This design comes from an exercise in tuning for small area, a short achievable clock period and few clock cycles on the open sky130 flow, not from production work. RTL that was checked went through simulation tests only; none was proved equivalent to the original. No activity file was given, so power comes from the tool's default toggle rates.

==> flow/design.v <==
package rt_pkg;
    localparam int unsigned CAMERA_IW = 16;
    localparam int unsigned CAMERA_QW = 16;
    localparam int unsigned CAMERA_WL = CAMERA_IW + CAMERA_QW;
endpackage
module rt_rgu #(
    parameter int unsigned WL = rt_pkg::CAMERA_WL
) (
    input  logic [WL-1:0] base,
    input  logic [WL-1:0] delta,
    input  logic          cin,
    output logic [WL-1:0] next
);
    localparam int unsigned LV = $clog2(WL);
    logic [(LV+1)*WL-1:0] g, p;
    logic [WL-1:0]        hp;
    assign hp = base ^ delta;
    always_comb begin
        g = '0;
        p = '0;
        g[WL-1:0] = base & delta;
        p[WL-1:0] = hp;
        g[0] = (base[0] & delta[0]) | (hp[0] & cin);
        for (int l = 0; l < LV; l++) begin
            for (int i = 0; i < WL; i++) begin
                if (((i >> l) & 1) == 1) begin
                    g[(l+1)*WL + i] = g[l*WL + i]
                                    | (p[l*WL + i] & g[l*WL + ((i >> l) << l) - 1]);
                    p[(l+1)*WL + i] = p[l*WL + i] & p[l*WL + ((i >> l) << l) - 1];
                end else begin
                    g[(l+1)*WL + i] = g[l*WL + i];
                    p[(l+1)*WL + i] = p[l*WL + i];
                end
            end
        end
        next = hp ^ {g[LV*WL +: WL-1], cin};
    end
endmodule
module rt_frag_stream #(
    parameter int unsigned IW = rt_pkg::CAMERA_IW,
    parameter int unsigned QW = rt_pkg::CAMERA_QW
) (
    input  logic          clk,
    input  logic          resetn,
    input  logic          start,
    input  logic          abort,
    output logic          busy,
    output logic          done,
    input  logic [31:0]   image_width,
    input  logic [31:0]   image_height,
    input  logic [31:0]   camera_center_x,
    input  logic [31:0]   camera_center_y,
    input  logic [31:0]   camera_center_z,
    input  logic [31:0]   pixel_delta_u_x,
    input  logic [31:0]   pixel_delta_u_y,
    input  logic [31:0]   pixel_delta_u_z,
    input  logic [31:0]   pixel_delta_v_x,
    input  logic [31:0]   pixel_delta_v_y,
    input  logic [31:0]   pixel_delta_v_z,
    input  logic [31:0]   pixel_00_loc_x,
    input  logic [31:0]   pixel_00_loc_y,
    input  logic [31:0]   pixel_00_loc_z,
    output logic          m_valid,
    input  logic          m_ready,
    output logic [31:0]   m_data,
    output logic          m_last
);
    logic [IW-1:0] img_w, img_h;
    logic          unused_bits;
    logic busy_q, init_q, valid_q, done_q;
    logic          lc_q, lr_q, last_q, w1_q;
    logic [IW-1:0] xrem_q, yrem_q, w_q;
    logic [31:0]   acc_q, row_q, step_q;
    logic          idle, hs, adv, row_start, lc_a, lr_a;
    logic [IW-1:0] xdec, ydec;
    logic [31:0]   sum;
    assign img_w = image_width[QW +: IW];
    assign img_h = image_height[QW +: IW];
    assign unused_bits = ^{image_width[QW-1:0], image_height[QW-1:0],
                           camera_center_y, camera_center_z,
                           pixel_delta_u_y, pixel_delta_u_z,
                           pixel_delta_v_y, pixel_delta_v_z,
                           pixel_00_loc_y, pixel_00_loc_z};
    assign idle      = ~(init_q | valid_q);
    assign hs        = valid_q & m_ready;
    assign adv       = init_q | hs;
    assign row_start = init_q | lc_q;
    assign xdec      = xrem_q - IW'(1);
    assign ydec      = yrem_q - IW'(1);
    rt_rgu #(
        .WL (32)
    ) u_rgu (
        .base  (lc_q ? row_q : acc_q),
        .delta (step_q),
        .cin   (init_q),
        .next  (sum)
    );
    always_comb begin
        lc_a = lc_q ? w1_q : (xrem_q == IW'(2));
        lr_a = row_start ? (yrem_q == IW'(1)) : lr_q;
    end
    always_ff @(posedge clk or negedge resetn) begin
        if (!resetn) begin
            busy_q  <= 1'b0;
            init_q  <= 1'b0;
            valid_q <= 1'b0;
            done_q  <= 1'b0;
        end else begin
            done_q <= 1'b0;
            init_q <= 1'b0;
            if (abort) begin
                busy_q  <= 1'b0;
                valid_q <= 1'b0;
            end else if (!busy_q) begin
                if (start) begin
                    if (img_w != '0 && img_h != '0) begin
                        busy_q <= 1'b1;
                        init_q <= 1'b1;
                    end else begin
                        done_q <= 1'b1;
                    end
                end
            end else if (init_q) begin
                valid_q <= 1'b1;
            end else if (hs && last_q) begin
                busy_q  <= 1'b0;
                valid_q <= 1'b0;
                done_q  <= 1'b1;
            end
        end
    end
    always_ff @(posedge clk) begin
        step_q <= idle ? ~camera_center_x
                : ((adv ? lc_a : lc_q) ? pixel_delta_v_x : pixel_delta_u_x);
        if (idle) begin
            row_q  <= pixel_00_loc_x;
            w_q    <= img_w;
            w1_q   <= (img_w == IW'(1));
            yrem_q <= img_h;
            lc_q   <= 1'b1;
        end
        if (adv) begin
            acc_q  <= sum;
            xrem_q <= lc_q ? w_q : xdec;
        end
        if (!idle && adv) begin
            lc_q   <= lc_a;
            lr_q   <= lr_a;
            last_q <= lc_a & lr_a;
            if (row_start) begin
                row_q  <= sum;
                yrem_q <= ydec;
            end
        end
    end
    assign busy    = busy_q;
    assign done    = done_q;
    assign m_valid = valid_q;
    assign m_data  = acc_q;
    assign m_last  = last_q;
endmodule
Settings: LEC_CHECK=0, CAP_MARGIN=20, CORE_MARGIN=2, CORE_UTILIZATION=40, SLEW_MARGIN=20, TNS_END_PERCENT=0; clock period 10.0 ns.
standard.sh (not shown) runs the stock make flow with config.mk's settings and CLKGATE_MAP_FILE= SYNTH_SCRIPT=/design/flow/synth_recipe.tcl, a recipe that flattens the netlist after the stock synthesis.
==> flow/flow/run.sh <==
#!/bin/bash
# Standard ORFS layout with small port buffers, a compact clock tree and a
# tighter setup target for the resizer's timing repair. Each ORFS step keeps
# its full log under orfs/logs; make's own output goes to standard_make.log.
set -euo pipefail
export BUFFER_PORTS_ARGS="-buffer_cell sky130_fd_sc_hd__buf_1"
export CTS_ARGS="-sink_clustering_enable -repair_clock_nets -buf_list {sky130_fd_sc_hd__clkbuf_8} -sink_clustering_size 30 -sink_clustering_max_diameter 100 -dont_use_dummy_load"
bash standard.sh BUFFER_PORTS_ARGS="$BUFFER_PORTS_ARGS" CTS_ARGS="$CTS_ARGS" SETUP_SLACK_MARGIN=7.0 finish > standard_make.log 2>&1
Testbench counts at the start, summed over its fixed seeds: cycles 25,740.
Edit:
--- a/flow/design.v
+++ b/flow/design.v
@@ -68,13 +68,13 @@
     logic [IW-1:0] img_w, img_h;
     logic          unused_bits;
     logic busy_q, init_q, valid_q, done_q;
     logic          lc_q, lr_q, last_q, w1_q;
     logic [IW-1:0] xrem_q, yrem_q, w_q;
     logic [31:0]   acc_q, row_q, step_q;
-    logic          idle, hs, adv, row_start, lc_a, lr_a;
+    logic          idle, hs, adv, row_start, row_en, lc_a, lr_a;
     logic [IW-1:0] xdec, ydec;
     logic [31:0]   sum;
     assign img_w = image_width[QW +: IW];
     assign img_h = image_height[QW +: IW];
     assign unused_bits = ^{image_width[QW-1:0], image_height[QW-1:0],
                            camera_center_y, camera_center_z,
@@ -126,34 +126,32 @@
                 busy_q  <= 1'b0;
                 valid_q <= 1'b0;
                 done_q  <= 1'b1;
             end
         end
     end
+    assign row_en = idle | (adv & row_start);
     always_ff @(posedge clk) begin
         step_q <= idle ? ~camera_center_x
                 : ((adv ? lc_a : lc_q) ? pixel_delta_v_x : pixel_delta_u_x);
+        if (row_en) begin
+            row_q  <= idle ? pixel_00_loc_x : sum;
+            yrem_q <= idle ? img_h : ydec;
+        end
         if (idle) begin
-            row_q  <= pixel_00_loc_x;
             w_q    <= img_w;
             w1_q   <= (img_w == IW'(1));
-            yrem_q <= img_h;
-            lc_q   <= 1'b1;
+        end
+        if (idle | adv) begin
+            lc_q   <= idle | lc_a;
         end
         if (adv) begin
             acc_q  <= sum;
             xrem_q <= lc_q ? w_q : xdec;
-        end
-        if (!idle && adv) begin
-            lc_q   <= lc_a;
             lr_q   <= lr_a;
             last_q <= lc_a & lr_a;
-            if (row_start) begin
-                row_q  <= sum;
-                yrem_q <= ydec;
-            end
         end
     end
     assign busy    = busy_q;
     assign done    = done_q;
     assign m_valid = valid_q;
     assign m_data  = acc_q;
After rerunning: Cell area went up by 4.5%. Routed wire length is lower by 3.1%. Die area went up by 2.5%. Register-to-register slack got worse by 0.11 ns. Synthesized area rose by 2.6%. Setup slack loses 0.11 ns. Critical path depth rose by 6. Power went up by 2.2%. Combinational power increases by 3.2%. Clock power barely changes. Cell count shrinks by 3.3%.
For the second run of this note, only the layout was checked, not whether the RTL still works.


## the baseline
Another version of the RTL of rt_frag_stream (not shown whole).
For scale: roughly 700 cells after synthesis, roughly 150 flip-flops, about 490 I/O pins, roughly 8200 µm² of cells after synthesis.
==> module rt_frag_stream, before the edit <==
module rt_frag_stream #(
    parameter int unsigned IW = rt_pkg::CAMERA_IW,
    parameter int unsigned QW = rt_pkg::CAMERA_QW
) (
    input  logic          clk,
    input  logic          resetn,
    input  logic          start,
    input  logic          abort,
    output logic          busy,
    output logic          done,
    input  logic [31:0]   image_width,
    input  logic [31:0]   image_height,
    input  logic [31:0]   camera_center_x,
    input  logic [31:0]   camera_center_y,
    input  logic [31:0]   camera_center_z,
    input  logic [31:0]   pixel_delta_u_x,
    input  logic [31:0]   pixel_delta_u_y,
    input  logic [31:0]   pixel_delta_u_z,
    input  logic [31:0]   pixel_delta_v_x,
    input  logic [31:0]   pixel_delta_v_y,
    input  logic [31:0]   pixel_delta_v_z,
    input  logic [31:0]   pixel_00_loc_x,
    input  logic [31:0]   pixel_00_loc_y,
    input  logic [31:0]   pixel_00_loc_z,
    output logic          m_valid,
    input  logic          m_ready,
    output logic [31:0]   m_data,
    output logic          m_last
);
    logic [IW-1:0] img_w, img_h;
    logic          unused_bits;
    logic busy_q, init_q, valid_q, done_q;
    logic          lc_q, lr_q, last_q;
    logic [IW-1:0] xrem_q, yrem_q, w_q;
    logic [31:0]   acc_q, row_q, step_q;
    logic          idle, hs, adv, row_start, row_adv, lc_a, lr_a, lc_d;
    logic [IW-1:0] xdec, ydec;
    logic [31:0]   sum;
    assign img_w = image_width[QW +: IW];
    assign img_h = image_height[QW +: IW];
    assign unused_bits = ^{image_width[QW-1:0], image_height[QW-1:0],
                           camera_center_y, camera_center_z,
                           pixel_delta_u_y, pixel_delta_u_z,
                           pixel_delta_v_y, pixel_delta_v_z,
                           pixel_00_loc_y, pixel_00_loc_z};
    assign idle      = ~(init_q | valid_q);
    assign hs        = valid_q & m_ready;
    assign adv       = init_q | hs;
    assign row_start = init_q | lc_q;
    assign xdec      = xrem_q - IW'(1);
    assign ydec      = yrem_q - IW'(1);
    rt_rgu #(
        .WL (32)
    ) u_rgu (
        .base  (lc_q ? row_q : acc_q),
        .delta (step_q),
        .cin   (init_q),
        .next  (sum)
    );
    always_comb begin
        lc_a = lc_q ? (w_q == IW'(1)) : (xrem_q == IW'(2));
        lr_a = row_start ? (yrem_q == IW'(1)) : lr_q;
    end
    always_ff @(posedge clk or negedge resetn) begin
        if (!resetn) begin
            busy_q  <= 1'b0;
            init_q  <= 1'b0;
            valid_q <= 1'b0;
            done_q  <= 1'b0;
        end else begin
            done_q <= 1'b0;
            init_q <= 1'b0;
            if (abort) begin
                busy_q  <= 1'b0;
                valid_q <= 1'b0;
            end else if (!busy_q) begin
                if (start) begin
                    if (img_w != '0 && img_h != '0) begin
                        busy_q <= 1'b1;
                        init_q <= 1'b1;
                    end else begin
                        done_q <= 1'b1;
                    end
                end
            end else if (init_q) begin
                valid_q <= 1'b1;
            end else if (hs && last_q) begin
                busy_q  <= 1'b0;
                valid_q <= 1'b0;
                done_q  <= 1'b1;
            end
        end
    end
    assign row_adv = adv & row_start;
    assign lc_d    = idle | (adv ? lc_a : lc_q);
    always_ff @(posedge clk) begin
        step_q <= lc_d ? (idle ? ~camera_center_x : pixel_delta_v_x) : pixel_delta_u_x;
        row_q  <= row_adv ? sum : (idle ? pixel_00_loc_x : row_q);
        yrem_q <= row_adv ? ydec : (idle ? img_h : yrem_q);
        lc_q   <= lc_d;
        if (idle) begin
            w_q    <= img_w;
        end
        if (adv) begin
            acc_q  <= sum;
            xrem_q <= lc_q ? w_q : xdec;
            lr_q   <= lr_a;
            last_q <= lc_a & lr_a;
        end
    end
    assign busy    = busy_q;
    assign done    = done_q;
    assign m_valid = valid_q;
    assign m_data  = acc_q;
    assign m_last  = last_q;
endmodule
export LEC_CHECK = 0
export CAP_MARGIN = 20
export CORE_MARGIN = 2
export CORE_UTILIZATION = 40
export SLEW_MARGIN = 20
export TNS_END_PERCENT = 0
create_clock -name core_clock -period 10.0 [get_ports {clk}]
Scripts as last shown in full above: flow/flow/run.sh
Modified inputs, the candidate compared to the baseline
--- a/flow/design.v
+++ b/flow/design.v
@@ -69,5 +69,5 @@
     logic          unused_bits;
     logic busy_q, init_q, valid_q, done_q;
-    logic          lc_q, lr_q, last_q;
+    logic          lc_q, lcn_q, lr_q, last_q, w1_q;
     logic [IW-1:0] xrem_q, yrem_q, w_q;
     logic [31:0]   acc_q, row_q, step_q;
@@ -91,5 +91,5 @@
         .WL (32)
     ) u_rgu (
-        .base  (lc_q ? row_q : acc_q),
+        .base  ({lcn_q ? acc_q[31:16] : row_q[31:16], lc_q ? row_q[15:0] : acc_q[15:0]}),
         .delta (step_q),
         .cin   (init_q),
@@ -97,5 +97,5 @@
     );
     always_comb begin
-        lc_a = lc_q ? (w_q == IW'(1)) : (xrem_q == IW'(2));
+        lc_a = lc_q ? w1_q : (xrem_q == IW'(2));
         lr_a = row_start ? (yrem_q == IW'(1)) : lr_q;
     end
@@ -137,6 +137,8 @@
         yrem_q <= row_adv ? ydec : (idle ? img_h : yrem_q);
         lc_q   <= lc_d;
+        lcn_q  <= ~lc_d;
         if (idle) begin
             w_q    <= img_w;
+            w1_q   <= (img_w == IW'(1));
         end
         if (adv) begin
==> run notes <==
The candidate: core utilization is 0.25 points higher than what the baseline reported. Summary of the candidate over the baseline: total internal power climbed 3.5%, total negative setup slack comparable, number of global-route vias before repair went up by about 2.6%, antenna diode count grew by 1, routed metal-1 wirelength decreased about 3.3%. Power dissipated in sequential cells delta for the candidate relative to the baseline: about 2% higher. In the flow results for the candidate and the baseline, the portion of total power attributed to combinational logic is smaller on the baseline. Final wirelength (the candidate vs. the baseline) decreases by a few percent.
No functional check of the RTL was part of any run of this note.

## re-timing with driven ports
Ports are ideal in the flow. The routed layouts listed here were re-timed in OpenROAD. Step 1: set_driving_cell puts a clkbuf_16 on clk and a buf_2 on each other input, an assumption about the parent block. Step 2 adds t to the input delays and takes it off the output delays; t is the mean of the earliest and latest rising clock arrival at the registers after step 1. Input paths then give back, and output paths get back, about the clock's delay inside the block. a / b / c = no drivers / after step 1 / after step 2; a / b = the first two.
| run | shift t [ns] | setup slack, ns | worst setup path after step 2 | worst slew at a driven data input, ns |
|---|---|---|---|---|
| the first run of note 1 | 0.479 | 6.602 / 6.604 / 6.133 | input to register | 0.11 |
| the second run of note 1 | 0.471 | 6.488 / 6.488 / 6.183 | input to register | 0.06 |
| the baseline | 0.476 | 6.510 / 6.510 / 6.129 | input to register | 0.07 |
| the candidate | 0.466 | 6.744 / 6.753 / 6.287 | input to register | 0.06 |
After both steps every run listed still meets setup and hold. The setup slack of the first run of note 1, which loses most, moves by +0.002 ns with the drivers and by -0.469 ns with both steps.
